This is an optimization exercise on Yosys and OpenROAD, whose aim is small area, a short achievable clock period and few clock cycles, not a production implementation.
Function was checked by simulation only, so behaviour that the tests miss may differ from the original.
Power is estimated from default activity; no workload was simulated.

[config.mk]
export PLATFORM = sky130hd
export DESIGN_NAME = echoPortalTop
export DESIGN_NICKNAME = echoPortalTop
export VERILOG_FILES = /design/flow/design.v
export SDC_FILE = /design/flow/constraint.sdc
export NUM_CORES = 4
export LEC_CHECK = 0
export CAP_MARGIN = 20
export CORE_MARGIN = 2
export CORE_UTILIZATION = 40
export SLEW_MARGIN = 20
[constraint.sdc]
create_clock -name core_clock -period 8.5 [get_ports {CLK}]
set_input_delay 1.7000 -clock core_clock [delete_from_list [all_inputs] [get_ports {CLK}]]
set_output_delay 1.7000 -clock core_clock [all_outputs]
set_load 0.01 [all_outputs]
[design.v]
package echoPortalPkg;
  typedef struct packed {
    logic [7:0]  wordCount;   
    logic [7:0]  method;
    logic [15:0] portal;
  } portalHeaderT;
  typedef struct packed {
    logic [7:0]                                 method;
    logic [2:0]                                 wordCount;   
    logic [4-1:0][32-1:0] words;
  } requestMsgT;
  typedef struct packed {
    logic [7:0]                                 method;
    logic [2:0]                                 wordCount;   
    logic [5-1:0][32-1:0] words;
  } indicationMsgT;
endpackage
`timescale 1ns/10ps
module requestDecode (
  input  logic                      CLK,
  input  logic                      RST_N,
  input  logic                      sinkBeat,
  input  logic [32-1:0]     sinkData,
  input  logic                      sinkLast,
  output logic                      sinkReady,
  input  logic                      reqFull,
  output logic                      reqPush,
  output echoPortalPkg::requestMsgT reqData,
  output logic                      badPortal
);
  echoPortalPkg::portalHeaderT hdrIn;
  logic         beatTaken;
  logic         keepWord;
  logic         expectHeader;   
  logic         msgDone;        
  logic         portalOk;
  logic [7:0]   method;
  logic [2:0]   wordCount;
  logic [4-1:0][32-1:0] words;
  assign hdrIn     = sinkData;
  assign sinkReady = !msgDone;   
  assign beatTaken = sinkBeat && sinkReady;
  assign keepWord  = beatTaken && !expectHeader && (wordCount < 4);
  assign reqPush   = msgDone && portalOk && !reqFull;
  assign badPortal = msgDone && !portalOk;
  assign reqData.method    = method;
  assign reqData.wordCount = wordCount;
  assign reqData.words     = words;
  always_ff @(posedge CLK) begin
    if (!RST_N) begin
      expectHeader <= 1'b1;
      msgDone      <= 1'b0;
      portalOk     <= 1'b0;
      method       <= '0;
      wordCount    <= '0;
    end else begin
      if (reqPush || badPortal)
        msgDone <= 1'b0;
      if (beatTaken) begin
        expectHeader <= sinkLast;
        if (sinkLast)
          msgDone <= 1'b1;
        if (expectHeader) begin
          portalOk  <= (hdrIn.portal == 16'h0005);
          method    <= hdrIn.method;
          wordCount <= '0;
        end else if (keepWord) begin
          wordCount <= wordCount + 3'd1;
        end
      end
    end
  end
  always_ff @(posedge CLK) begin
    if (keepWord)
      words[wordCount[1:0]] <= sinkData;
  end
endmodule
`timescale 1ns/10ps
module msgQueue #(
  parameter int WIDTH = 32
) (
  input  logic    CLK,
  input  logic    RST_N,
  input  logic    push,
  input  logic [WIDTH-1:0] pushData,
  output logic    full,
  input  logic    pop,
  output logic [WIDTH-1:0] head,
  output logic    empty
);
  logic [WIDTH-1:0] mem [2];
  logic       wrPtr;
  logic       rdPtr;
  logic [1:0] count;   
  assign full  = (count == 2'd2);
  assign empty = (count == 2'd0);
  assign head  = mem[rdPtr];
  always_ff @(posedge CLK) begin
    if (push)
      mem[wrPtr] <= pushData;
  end
  always_ff @(posedge CLK) begin
    if (!RST_N) begin
      wrPtr <= 1'b0;
      rdPtr <= 1'b0;
      count <= 2'd0;
    end else begin
      if (push)
        wrPtr <= !wrPtr;
      if (pop)
        rdPtr <= !rdPtr;
      case ({push, pop})
        2'b10:   count <= count + 2'd1;
        2'b01:   count <= count - 2'd1;
        default: count <= count;   
      endcase
    end
  end
endmodule
`timescale 1ns/10ps
module echoExecute (
  input  logic                         reqEmpty,
  input  echoPortalPkg::requestMsgT    reqHead,
  output logic                         reqPop,
  input  logic                         indFull,
  output logic                         indPush,
  output echoPortalPkg::indicationMsgT indData
);
  localparam int HALF = 32 / 2;
  logic [32-1:0] sum;
  assign reqPop  = !reqEmpty && !indFull;
  assign indPush = reqPop;
  always_comb begin
    sum = '0;
    for (int i = 0; i < 4; i++) begin
      if (i < reqHead.wordCount)
        sum = sum + reqHead.words[i];
    end
  end
  always_comb begin
    indData           = '0;
    indData.method    = reqHead.method;
    indData.wordCount = reqHead.wordCount;
    for (int i = 0; i < 4; i++) begin
      indData.words[i] = reqHead.words[i];
    end
    case (reqHead.method)
      8'h00: begin
      end
      8'h01: begin
        for (int i = 0; i < 4; i++) begin
          indData.words[i] = {reqHead.words[i][HALF-1:0],
                              reqHead.words[i][32-1:HALF]};
        end
      end
      8'h02: begin
        indData.words[reqHead.wordCount] = sum;
        indData.wordCount                = reqHead.wordCount + 3'd1;
      end
      default: begin
        indData.method    = 8'hFF;
        indData.wordCount = '0;   
      end
    endcase
  end
endmodule
`timescale 1ns/10ps
module indicationSerializer (
  input  logic                         CLK,
  input  logic                         RST_N,
  input  logic                         indEmpty,
  input  echoPortalPkg::indicationMsgT indHead,
  output logic                         indPop,
  output logic                         sourceValid,
  output logic [32-1:0]        sourceData,
  output logic                         sourceLast,
  input  logic                         sourceBeat
);
  echoPortalPkg::portalHeaderT hdrOut;
  logic         beatDone;
  logic [2:0]   beatsLeft;   
  logic [5:0][32-1:0] beatBuf;   
  assign indPop     = !sourceValid && !indEmpty;
  assign beatDone   = sourceBeat && sourceValid;
  assign sourceData = beatBuf[0];
  assign sourceLast = (beatsLeft == 3'd1);
  always_comb begin
    hdrOut.wordCount = 8'(indHead.wordCount);
    hdrOut.method    = indHead.method;
    hdrOut.portal    = 16'h0006;
  end
  always_ff @(posedge CLK) begin
    if (!RST_N) begin
      sourceValid <= 1'b0;
      beatsLeft   <= '0;
    end else if (indPop) begin
      sourceValid <= 1'b1;
      beatsLeft   <= indHead.wordCount + 3'd1;
    end else if (beatDone) begin
      beatsLeft <= beatsLeft - 3'd1;
      if (sourceLast)
        sourceValid <= 1'b0;   
    end
  end
  always_ff @(posedge CLK) begin
    if (indPop)
      beatBuf <= {indHead.words, hdrOut};
    else if (beatDone)
      beatBuf <= beatBuf >> 32;
  end
endmodule
`timescale 1ns/10ps
module echoPortalTop (
  input  logic                  CLK,
  input  logic                  RST_N,
  input  logic                  sinkBeat,
  input  logic [32-1:0] sinkData,
  input  logic                  sinkLast,
  output logic                  sinkReady,
  input  logic                  sourceBeat,
  output logic                  sourceValid,
  output logic [32-1:0] sourceData,
  output logic                  sourceLast,
  output logic                  badPortal
);
  logic          reqPush, reqFull, reqPop, reqEmpty;
  logic          indPush, indFull, indPop, indEmpty;
  echoPortalPkg::requestMsgT    reqData, reqHead;
  echoPortalPkg::indicationMsgT indData, indHead;
  requestDecode requestDecode_i (
    .CLK(CLK), .RST_N(RST_N),
    .sinkBeat(sinkBeat), .sinkData(sinkData), .sinkLast(sinkLast), .sinkReady(sinkReady),
    .reqFull(reqFull), .reqPush(reqPush), .reqData(reqData), .badPortal(badPortal)
  );
  msgQueue #(.WIDTH(8 + 3 + 4 * 32)) reqQueue_i (
    .CLK(CLK), .RST_N(RST_N),
    .push(reqPush), .pushData(reqData), .full(reqFull),
    .pop(reqPop), .head(reqHead), .empty(reqEmpty)
  );
  echoExecute echoExecute_i (
    .reqEmpty(reqEmpty), .reqHead(reqHead), .reqPop(reqPop),
    .indFull(indFull), .indPush(indPush), .indData(indData)
  );
  msgQueue #(.WIDTH(8 + 3 + 5 * 32)) indQueue_i (
    .CLK(CLK), .RST_N(RST_N),
    .push(indPush), .pushData(indData), .full(indFull),
    .pop(indPop), .head(indHead), .empty(indEmpty)
  );
  indicationSerializer indicationSerializer_i (
    .CLK(CLK), .RST_N(RST_N),
    .indEmpty(indEmpty), .indHead(indHead), .indPop(indPop),
    .sourceValid(sourceValid), .sourceData(sourceData), .sourceLast(sourceLast),
    .sourceBeat(sourceBeat)
  );
endmodule
[run.sh]
#!/bin/bash
# synth_recipe.tcl (not shown) runs the flow's synth.tcl, then flattens the netlist and writes it again
# the make line also repeats each setting of config.mk as NAME=value (left out here)
make -C /OpenROAD-flow-scripts/flow DESIGN_CONFIG=/design/flow/config.mk WORK_HOME=/design/flow/orfs CLKGATE_MAP_FILE= SYNTH_SCRIPT=/design/flow/synth_recipe.tcl finish
==> key figures <==
Worst setup path
  – CP startpoint kind: register
  – Worst EP arrival: about 8500 ps
  – Data required, critical path: about 9000 ps
  – Reg2Reg Depth: 34
  – Worst-path maximum fanout: 44
  – Crit path largest cell delay: about 470 ps
  – CP Class: register to register
  – CP top delay family: compound AO/OA/AOI/OAI gates
  – R2r setup slk: between 400 and 500 ps
  – FF-to-FF End: indQueue_i.mem[0][127]$_DFFE_PP_
  – Crit path max-delay cell type: fa_1
  – Critical path endpoint category: register
  – Number of buffers and inverters on the critical path: 4

Synth
  – Xor and xnor area share after synthesis: 0.01565
  – Syn Nets: 3,746
  – Largest family of logic cells by synthesized area: compound AO/OA/AOI/OAI gates
  – Adder-Cell Fraction of Synth Area: 0.03152
  – Synth Instances: approximately 3,600
  – FFs w/ async S/R, synth: 0
  – Share of the yosys chip area belonging to registers: 0.6383
  – Ys Warns: 5
  – Netlist cell types: between 80 and 90
  – Syn_area_per_cell: roughly 12 sq um
  – Mux cell area share after synthesis: 0.07532
  – Compound-gate portion of the synthesized area: 0.1235
  – Post-Synth Simple-Gate Area: 0.07831
  – Mapped Area: 44,770 sq um
  – Top_reg_cell synth: edfxtp_1
  – #FFs+latches synth: 968
  – EDFF count, synth: between 900 and 1,000

Timing
  – Worst-Margin Slew: around 1100 ps
  – Tcrit/Tclk final: 0.9491
  – Setup tns final: 0 ps
  – Fin. Hold Viols: 0
  – Tmin final: just over 8000 ps
  – Fmax: approximately 120 MHz
  – Final setup fails: 0
  – Final Slew Violations: 0
  – Worst Clk Skew: roughly 39 ps
  – Unrepaired setup endpoints after global routing: false
  – Relative slew slack: 0.2489

Power and ir drop
  – Leak: around 18 nW
  – Pwr Density: between 200 and 300 nW/um^2
  – Max IR drop VDD: between 0.4 and 0.5 mV

Floorplan
  – Die Ht: roughly 340 um
  – Core area: about 110,000 sq um
  – Die width: 338.6 um
  – Initial Util: 0.4040
  – Total die area: 114,600 sq um
  – Site Rows: 122
  – I/O Pins: 73

Clock network
  – Root Buffer: clkbuf_16
  – Clock Sinks: 968
  – Clock slew at reported path FFs: 60 ps
  – Clock Path Buffers: 3
  – CTS HTree Levels: 3
  – Num CTS Buffers: 98
  – Worst skew pair latency: approximately 700 ps
  – CTS tree: yes
  – Post-CTS Hold Fix Bufs: 0

Routing
  – Drt initial violations: between 3,000 and 4,000
  – Routed wire length: ~130,000 um
  – Drt pass-1 iters: 8
  – Total vias in the final route: roughly 29,000
  – DRC: 0
  – Avg WL per Cell: 24.50 um
  – Via density: between 5 and 6
  – Post-DRT Antenna Nets: 0

GRT
  – Global-route wire length before repair: 187,100 um
  – Largest net degree at the start of global routing: ~180
  – Gr usage total: 0.2207
  – Total global routing overflow: 0
  – Number of global-route vias before repair: about 28,000
  – Initial antenna violation count: 6

Finish
  – Design Area, Final: just over 50,000 sq um
  – # diodes: 0
  – Fillers: a little over 10,000
  – Nets@finish: 3,862
  – Layout cells sized above 1: 0.1213
  – Layout area overhead: 13.79%
  – Register Area: 28,580 sq um
  – Multi-input combinational cell area: between 10,000 and 15,000 sq um

Min path
  – Hold EP: indicationSerializer_i.beatBuf[28]$_SDFFE_PP0P_
  – Hold path start: indicationSerializer_i.beatBuf[60]$_DFFE_PP_
  – Worst Hold Class: register to register
  – Hold Path Cell Cnt: 2

Job
  – Maxcap violations: 0

Place
  – DP HPWL: 89,590 um
  – Placed cell area: around 48,000 sq um
  – I/O Buffers: 72
  – Routability cong.: around 0.97

Outcome
  – Outcome: timing/DRC/antenna clean
[how the worst max path moves through the flow]
stage                                                start                                to  cells past startpoint
after floorplan           reqQueue_i.count[0]$_SDFFE_PN0P_    indQueue_i.mem[0][0]$_DFFE_PP_                      2
after global placement                            register  indQueue_i.mem[0][127]$_DFFE_PP_                     37
after detailed placement                          register  indQueue_i.mem[0][127]$_DFFE_PP_                     38
after CTS                                         register  indQueue_i.mem[1][127]$_DFFE_PP_                     38
after global routing                              register  indQueue_i.mem[1][127]$_DFFE_PP_                     34
final                                             register  indQueue_i.mem[0][127]$_DFFE_PP_                     34
[logic make-up (layout without fill, tap and decap cells)]
kind of cell | after synthesis | in the layout
AND/OR/NAND/NOR | 809 | 809
flip-flops | 968 | 968
XOR/XNOR | 80 | 80
adder cells (fa/ha/maj) | 111 | 111
AO/OA/AOI/OAI | 902 | 902
buffers and inverters | 404 | 597
multiplexers | 324 | 324
[power breakdown]
group / total, mW / internal, mW / switching [mW]
clock: 4.13 / 2.35 / 1.78
sequential: 6.42 / 6.17 / 0.253
combinational: 3.98 / 1.48 / 2.50
[registers in the layout, indices dropped and copies added (netlist names), 2 cells and up, named ones only]
register	flops
requestDecode_i.words	128
requestDecode_i.method	8
reqQueue_i.mem	278
indQueue_i.mem	342
indQueue_i.count	2
indicationSerializer_i.beatBuf	192
requestDecode_i.wordCount	3
indicationSerializer_i.beatsLeft	3
reqQueue_i.count	2
[cells in the final DEF (no fill, tap or decap), types with 40 or more instances in the layout]
cell               n
o22ai_1           40
mux2_2            99
edfxtp_1         919
nor2_1           169
ha_1             103
clkbuf_16         99
clkdlybuf4s50_1   72
o21ai_0          442
buf_4            150
a22oi_1           75
dfxtp_1           47
xnor2_1           54
inv_1            187
a21o_1            44
mux2i_1          223
a21oi_1           94
nand2_1          427
[what timing repair did]
action	4_1_cts	5_1_grt
buffers inserted	0	0
resized for setup	0	16
endpoints found under the setup margin	0	74
[worst min-delay path, cell delays in order, from the launching register on]
cell	delay, ps
edfxtp_1	320
nand2_1	40
o21ai_0	50
[layer usage]
| metal | routed length, um | track usage | vias up |
|---|---|---|---|
| met5 | 13 | 0 | - |
| met4 | 3534 | 0.06676 | 2 |
| met3 | 8708 | 0.03634 | 168 |
| met2 | 57830 | 0.3346 | 1012 |
| met1 | 59250 | 0.3245 | 14647 |
| li1 | - | - | 13558 |
[through the flow]
step           total power, mW  cells  setup slack (ps)    util  hold WS (ps)
3_5_place_dp             10.49   5102             251.3  0.4318         428.7
2_1_floorplan            9.150   3598             96.00       -         417.8
5_1_grt                  15.19   5279             4.379  0.4597         471.7
3_3_place_gp             10.49   5102             258.7  0.4318         426.1
4_1_cts                  14.63   5279             231.8  0.4593         445.9
6_report                 14.53   5279             433.0  0.4597         446.0
[Yosys cell counts, types with 15 or more instances]
library cell  number  area (sq um)
or3_1             22         137.6
xor2_1            26         227.7
clkbuf_1         142         533.0
dfxtp_1           49         980.9
ha_1             108          1351
nand2_1          429          1610
edfxtp_1         919         27600
mux2_2            99          1115
buf_4             34         255.2
nand3_1           35         175.2
a21boi_0          15         112.6
a22oi_1           75         563.0
nor2_1           174         653.1
nor3_1            36         180.2
o21ai_0          449          2247
o22ai_1           40         250.2
inv_1            187         701.9
a211oi_1          20         150.1
a21oi_1           97         485.5
and2_1            31         193.9
buf_2             25         125.1
o21a_1            15         112.6
buf_1             15         56.30
mux2i_1          224          2242
xnor2_1           54         473.0
o31ai_1           26         195.2
a21o_1            44         330.3
[area by class of cell]
| cell class | count | area share |
|---|---|---|
| Inverter | 188 | 0.01385 |
| Timing Repair Buffer | 232 | 0.04018 |
| Sequential cell | 968 | 0.5611 |
| Multi-Input combinational cell | 2226 | 0.2885 |
| Clock inverter | 57 | 0.009701 |
| Tap cell | 1488 | 0.03654 |
| Clock buffer | 120 | 0.05017 |
Testbench counts, summed over its fixed seeds: cycles 8,929.

## what the ideal ports hide
The results above use ideal ports. As a check the final layout listed here was re-extracted and re-timed, cells and wires unchanged. Step 1, drivers: a clkbuf_16 drives CLK and a buf_2 each remaining input, both assumed. Step 2 adds t to the input delays and takes it off the output delays; t is the mean of the earliest and latest rising clock arrival at the registers after step 1. Input paths then give back, and output paths get back, about the clock's delay inside the block. Three values: no drivers, after step 1, after step 2; two values: the first two.
t (ns): 0.748
setup WS [ns]: 0.433 / 0.433 / 0.433
worst setup path after step 2: register to register
clock arrival spread, ns: 0.039 / 0.039
After both steps setup and hold are still met in this run. For this run, drivers alone change the setup slack by 0.000 ns; drivers and shift together by 0.000 ns.
